Background: an optimization exercise with open tools, aiming at small area. Do not read the settings as production practice.
Where RTL was checked, it was by simulation tests only, not by an equivalence proof against the original.
Power figures rest on the tool's default switching activity, not on a simulated workload.

## v53
==> flow/design.v (excerpt) <==
module trap_unit (
  input  logic                               clk,
  input  logic                               reset,
  input  logic                               stall_n,
  input  logic                               hold_flag,
  input  logic                               exception_if,
  input  logic [3:0]                         cause_if,
  input  logic                               exception_id,
  input  logic [3:0]                         cause_id,
  input  logic [trap_pkg::xlen-1:0]          pc_id_ex,
  input  logic                               jump_en,
  input  logic [trap_pkg::xlen-1:0]          jump_addr,
  input  logic                               csr_valid,
  input  logic                               csr_write,
  input  logic [11:0]                        csr_addr,
  input  logic [trap_pkg::xlen-1:0]          csr_wdata,
  input  logic                               mret,
  input  logic [trap_pkg::ext_irq_lines-1:0] irq_lines,
  output logic [trap_pkg::xlen-1:0]          csr_rdata,
  output logic                               trap_taken,
  output logic [trap_pkg::xlen-1:0]          trap_target,
  output logic                               any_interrupt
);
For scale: ~1,700 cells after synthesis, about 320 flip-flops, roughly 200 I/O pins.
==> flow/config.mk <==
export PLATFORM = sky130hd
export DESIGN_NAME = trap_unit
export DESIGN_NICKNAME = trap_unit
export VERILOG_FILES = /design/flow/design.v
export SDC_FILE = /design/flow/constraint.sdc
export NUM_CORES = 4
export LEC_CHECK = 0
export CAP_MARGIN = 20
export CORE_MARGIN = 2
export CORE_UTILIZATION = 40
export SLEW_MARGIN = 20
==> flow/constraint.sdc <==
create_clock -name core_clock -period 5.5 [get_ports {clk}]
set_input_delay 1.1000 -clock core_clock [delete_from_list [all_inputs] [get_ports {clk}]]
set_output_delay 1.1000 -clock core_clock [all_outputs]
set_load 0.01 [all_outputs]
standard.sh (not shown) runs the stock make flow with config.mk's settings and CLKGATE_MAP_FILE= SYNTH_SCRIPT=/design/flow/synth_recipe.tcl, a recipe that flattens the netlist after the stock synthesis.
==> flow/flow/run.sh <==
#!/bin/bash
# Own flow: the standard layout (standard.sh) with
#  - port buffers made from the smallest buffer cell (buf_1),
#  - a clock tree without dummy loads,
#  - (if flow/area.abc exists) an area-oriented ABC mapping script in the synthesis.
# Each tool's output is logged in this folder (standard_flow.log, and ORFS's own logs under orfs/logs).
set -euo pipefail
W=$(pwd)
export OWN_WORK=$W
export OWN_ABC_SCRIPT=$W/flow/area.abc
export BUFFER_PORTS_ARGS="-buffer_cell sky130_fd_sc_hd__buf_1"
export CTS_ARGS="-sink_clustering_enable -repair_clock_nets -dont_use_dummy_load -buf_list sky130_fd_sc_hd__clkbuf_8 -sink_clustering_size 14 -sink_buffer_max_cap_derate 1.0 -sink_clustering_max_diameter 100"
bash standard.sh "SYNTH_SCRIPT=$W/flow/synth_wrap.tcl" "BUFFER_PORTS_ARGS=$BUFFER_PORTS_ARGS" "CTS_ARGS=$CTS_ARGS"  finish > standard_flow.log 2>&1
==> flow/flow/area.abc <==
strash
&get -n
&st
&dch
&nf
&st
&dch
&nf
&put
topo
stime -c
==> flow/flow/synth_wrap.tcl <==
# The standard flow's synthesis script with Yosys's abc call given the area-oriented ABC script in
# flow/area.abc; every other step (registers included) is the standard synthesis's.
proc abc {args} {
  set i [lsearch -exact $args -script]
  if {$i >= 0} { lset args [expr {$i + 1}] $::env(OWN_ABC_SCRIPT) }
  yosys abc {*}$args
}
source $::env(OWN_WORK)/synth_recipe.tcl
Inputs modified between v53 and v9:
==> flow/flow/area.abc <==
strash
&get -n
&st
&dch
&nf
&put
topo
stime -c
### Flow results
Final worst setup slack (higher): v9
Final-layout fill cell count ends up higher on v53.
The area growth from synthesis to layout of v9 falls short of that of v53 by 1.3 points.
v9 and v53 ended up with roughly the same post-route total power.
The number of hold violations in the final report on v53 is in line with that on v9.
Comparing v9 and v53, global-route wire length before repair is lower on v9.
The run showing the greater post-cts sizing count is v53.
Global routing met3 resource utilization: v9 vs v53 down 0.23 points
For sequential fraction of total cell area, v9 and v53 come out practically identical.
--- input diff v9..v13 ---
==> flow/flow/area.abc <==
strash
&get -n
&st
&dch
&nf -p
&put
topo
stime -c
Results
- v13 vs. v9: sequential share of layout area neither gained nor lost much; mean routed wirelength per cell has increased; non-clock buffer contribution to total cell area shows no meaningful change.
- Data arrival time of the critical path (lower): v13
- On final instance area, v9 and v13 are basically level.
- v13 ended with more worst-case setup margin in the final layout than v9.
## Diff of input files: v31 against v13
Settings: CORE_UTILIZATION changed from 40 to 50.
==> flow/flow/area.abc <==
strash
&get -n
&st
&dch
&nf
&put
topo
stime -c
Findings:
- Max capacitance violation total: v31 vs v13 identical
- Relative to v13, v31 improves area of the die.
- Between v31 and v13, the cell-internal power does not differ in any meaningful way.


## the previous run
trap_unit again, from the RTL that the note above started with.
export LEC_CHECK = 0
export CAP_MARGIN = 20
export CORE_MARGIN = 2
export CORE_UTILIZATION = 40
export SLEW_MARGIN = 20
create_clock -name core_clock -period 5.5 [get_ports {clk}]
==> flow/flow/area.abc <==
strash
&get -n
&st
&syn2
&synch2
&dch
&nf -R 20
&put
topo
stime -c
Scripts as last shown in full above: flow/flow/run.sh, flow/flow/synth_wrap.tcl
Changes in the current run relative to the previous run:
--- a/flow/flow/run.sh
+++ b/flow/flow/run.sh
@@ -11,3 +11,3 @@
 export BUFFER_PORTS_ARGS="-buffer_cell sky130_fd_sc_hd__buf_1"
-export CTS_ARGS="-sink_clustering_enable -repair_clock_nets -dont_use_dummy_load -buf_list sky130_fd_sc_hd__clkbuf_8 -sink_clustering_size 14 -sink_buffer_max_cap_derate 1.0 -sink_clustering_max_diameter 100"
+export CTS_ARGS="-sink_clustering_enable -repair_clock_nets -dont_use_dummy_load -buf_list sky130_fd_sc_hd__clkbuf_8 -sink_clustering_size 16 -sink_buffer_max_cap_derate 1.0 -sink_clustering_max_diameter 100"
 bash standard.sh "SYNTH_SCRIPT=$W/flow/synth_wrap.tcl" "BUFFER_PORTS_ARGS=$BUFFER_PORTS_ARGS" "CTS_ARGS=$CTS_ARGS"  finish > standard_flow.log 2>&1
==> flow/flow/area.abc <==
strash
&get -n
&st
&dch
&nf
&put
topo
stime -c
## What came out
The current run vs the previous run: power share of the combinational group down. On normalized max-slew margin, the current run does worse than the previous run. The current run vs the previous run — leakage power summed over all cells dropped by a few percent. On final routed wirelength across all metal layers, the current run and the previous run are neck and neck. Sequential area share after synthesis in the current run is 0.41 points lower than in the previous run. From the previous run to the current run the numbers moved as follows: synthesized cell count now smaller, largest driver fanout on the critical path now larger, placed standard-cell area comparable. Looking at power drawn by the clock network, the current run sits about 5% below the previous run. Relative to the previous run, minimum period implied by the final worst setup slack has gone down in the current run.


## the reference run
Another version of the RTL of trap_unit (not shown whole).
For scale: roughly 1700 cells after synthesis, about 320 flip-flops, about 200 I/O pins.
==> flow/design.v (excerpt) <==
module trap_unit (
  input  logic                               clk,
  input  logic                               reset,
  input  logic                               stall_n,
  input  logic                               hold_flag,
  input  logic                               exception_if,
  input  logic [3:0]                         cause_if,
  input  logic                               exception_id,
  input  logic [3:0]                         cause_id,
  input  logic [trap_pkg::xlen-1:0]          pc_id_ex,
  input  logic                               jump_en,
  input  logic [trap_pkg::xlen-1:0]          jump_addr,
  input  logic                               csr_valid,
  input  logic                               csr_write,
  input  logic [11:0]                        csr_addr,
  input  logic [trap_pkg::xlen-1:0]          csr_wdata,
  input  logic                               mret,
  input  logic [trap_pkg::ext_irq_lines-1:0] irq_lines,
  output logic [trap_pkg::xlen-1:0]          csr_rdata,
  output logic                               trap_taken,
  output logic [trap_pkg::xlen-1:0]          trap_target,
  output logic                               any_interrupt
);
==> flow/config.mk <==
export PLATFORM = sky130hd
export DESIGN_NAME = trap_unit
export DESIGN_NICKNAME = trap_unit
export VERILOG_FILES = /design/flow/design.v
export SDC_FILE = /design/flow/constraint.sdc
export NUM_CORES = 4
export LEC_CHECK = 0
export CAP_MARGIN = 5
export CORE_MARGIN = 2
export CORE_UTILIZATION = 40
export SLEW_MARGIN = 5
==> flow/constraint.sdc <==
create_clock -name core_clock -period 5.5 [get_ports {clk}]
set_input_delay 1.1000 -clock core_clock [delete_from_list [all_inputs] [get_ports {clk}]]
set_output_delay 1.1000 -clock core_clock [all_outputs]
set_load 0.01 [all_outputs]
==> flow/flow/run.sh <==
#!/bin/bash
# Own flow: the standard layout (standard.sh) with
#  - port buffers made from the smallest buffer cell (buf_1),
#  - a clock tree without dummy loads,
#  - (if flow/area.abc exists) an area-oriented ABC mapping script in the synthesis.
# Each tool's output is logged in this folder (standard_flow.log, and ORFS's own logs under orfs/logs).
set -euo pipefail
W=$(pwd)
export OWN_WORK=$W
export OWN_ABC_SCRIPT=$W/flow/area.abc
export BUFFER_PORTS_ARGS="-buffer_cell sky130_fd_sc_hd__buf_1"
export CTS_ARGS="-sink_clustering_enable -repair_clock_nets -dont_use_dummy_load -buf_list sky130_fd_sc_hd__clkbuf_8 -sink_clustering_size 14 -sink_buffer_max_cap_derate 1.0 -sink_clustering_max_diameter 100"
bash standard.sh "SYNTH_SCRIPT=$W/flow/synth_wrap.tcl" "BUFFER_PORTS_ARGS=$BUFFER_PORTS_ARGS" "CTS_ARGS=$CTS_ARGS"  finish > standard_flow.log 2>&1
==> flow/flow/area.abc <==
strash
&get -n
&st
&dch
&nf -R 1000
&put
topo
stime -c
Scripts as last shown in full above: flow/flow/synth_wrap.tcl
Status the reference run: flow complete, layout not clean - setup timing
[inputs] the trial run vs the reference run
- changing CAP_MARGIN from 5 to 20
- changing SLEW_MARGIN from 5 to 20
### Flow results
- Comparing the trial run with the reference run, the TritonCTS sink count came out essentially unchanged.
- Nothing crashed in the trial run and all stages finished; the problem is that the final layout failed, the offending checks being setup timing.
- The reference run and the trial run ended up with roughly the same via count of the first global-routing pass.
- Of the trial run and the reference run, the trial run shows the lower non-clock buffer count, with the reference run above it.
- The reference run and the trial run ended up with roughly the same global-route usage.
- The timing endpoint of the critical path comes out trap_target[31] in one run and trap_target[30] in the other, namely in the reference run and the trial run respectively.
- The reference run → the trial run: layout-stage area growth over the synthesis result down 0.38 points, layout clock buffer count did not really move, combined area of all synthesized cells did not really move, area of the multi-input gates shows no meaningful change.
- Min transition time of the tightest slew-check pin across the trial run and the reference run: the trial run
- met2 layer wire length in the routed design up 1.3% in the trial run wrt the reference run
- Wire length of the first global-routing pass: the reference run vs the trial run, no meaningful difference
No functional check of the RTL was part of any run of this note.

-- separate check: timing with driven ports --
The flow's constraints put no driver on any port. The routed layouts listed below were extracted and timed again, unchanged, in two steps.
Step 1, drivers: a clkbuf_16 drives clk and a buf_2 each remaining input, both assumed.
Step 2 times the ports against the registers' clock, not the clock port: input delays grow and output delays shrink by t, the midpoint of the rising clock arrivals with the driver on.
Three values: ideal ports, drivers, drivers and shift; two values: the first two.
| run | t (ns) | setup WS [ns] | worst slew at a driven data input, ns |
|---|---|---|---|
| v53 | 0.627 | 0.083 / 0.037 / 0.044 | 0.06 |
| v9 | 0.633 | 0.227 / 0.176 / 0.317 | 0.05 |
| v13 | 0.621 | 0.259 / 0.210 / -0.003 | 0.06 |
| v31 | 0.647 | 0.222 / 0.172 / 0.291 | 0.04 |
| the previous run | 0.641 | 0.091 / 0.043 / 0.255 | 0.06 |
| the current run | 0.626 | 0.259 / 0.209 / 0.282 | 0.05 |
| the reference run | 0.667 | -0.069 / -0.126 / 0.088 | 0.05 |
| the trial run | 0.654 | -0.044 / -0.097 / 0.102 | 0.05 |
Met with ideal ports but missed after step 2: setup timing in v13. The setup slack of v13, which loses most, moves by -0.049 ns with the drivers and by -0.262 ns with both steps.
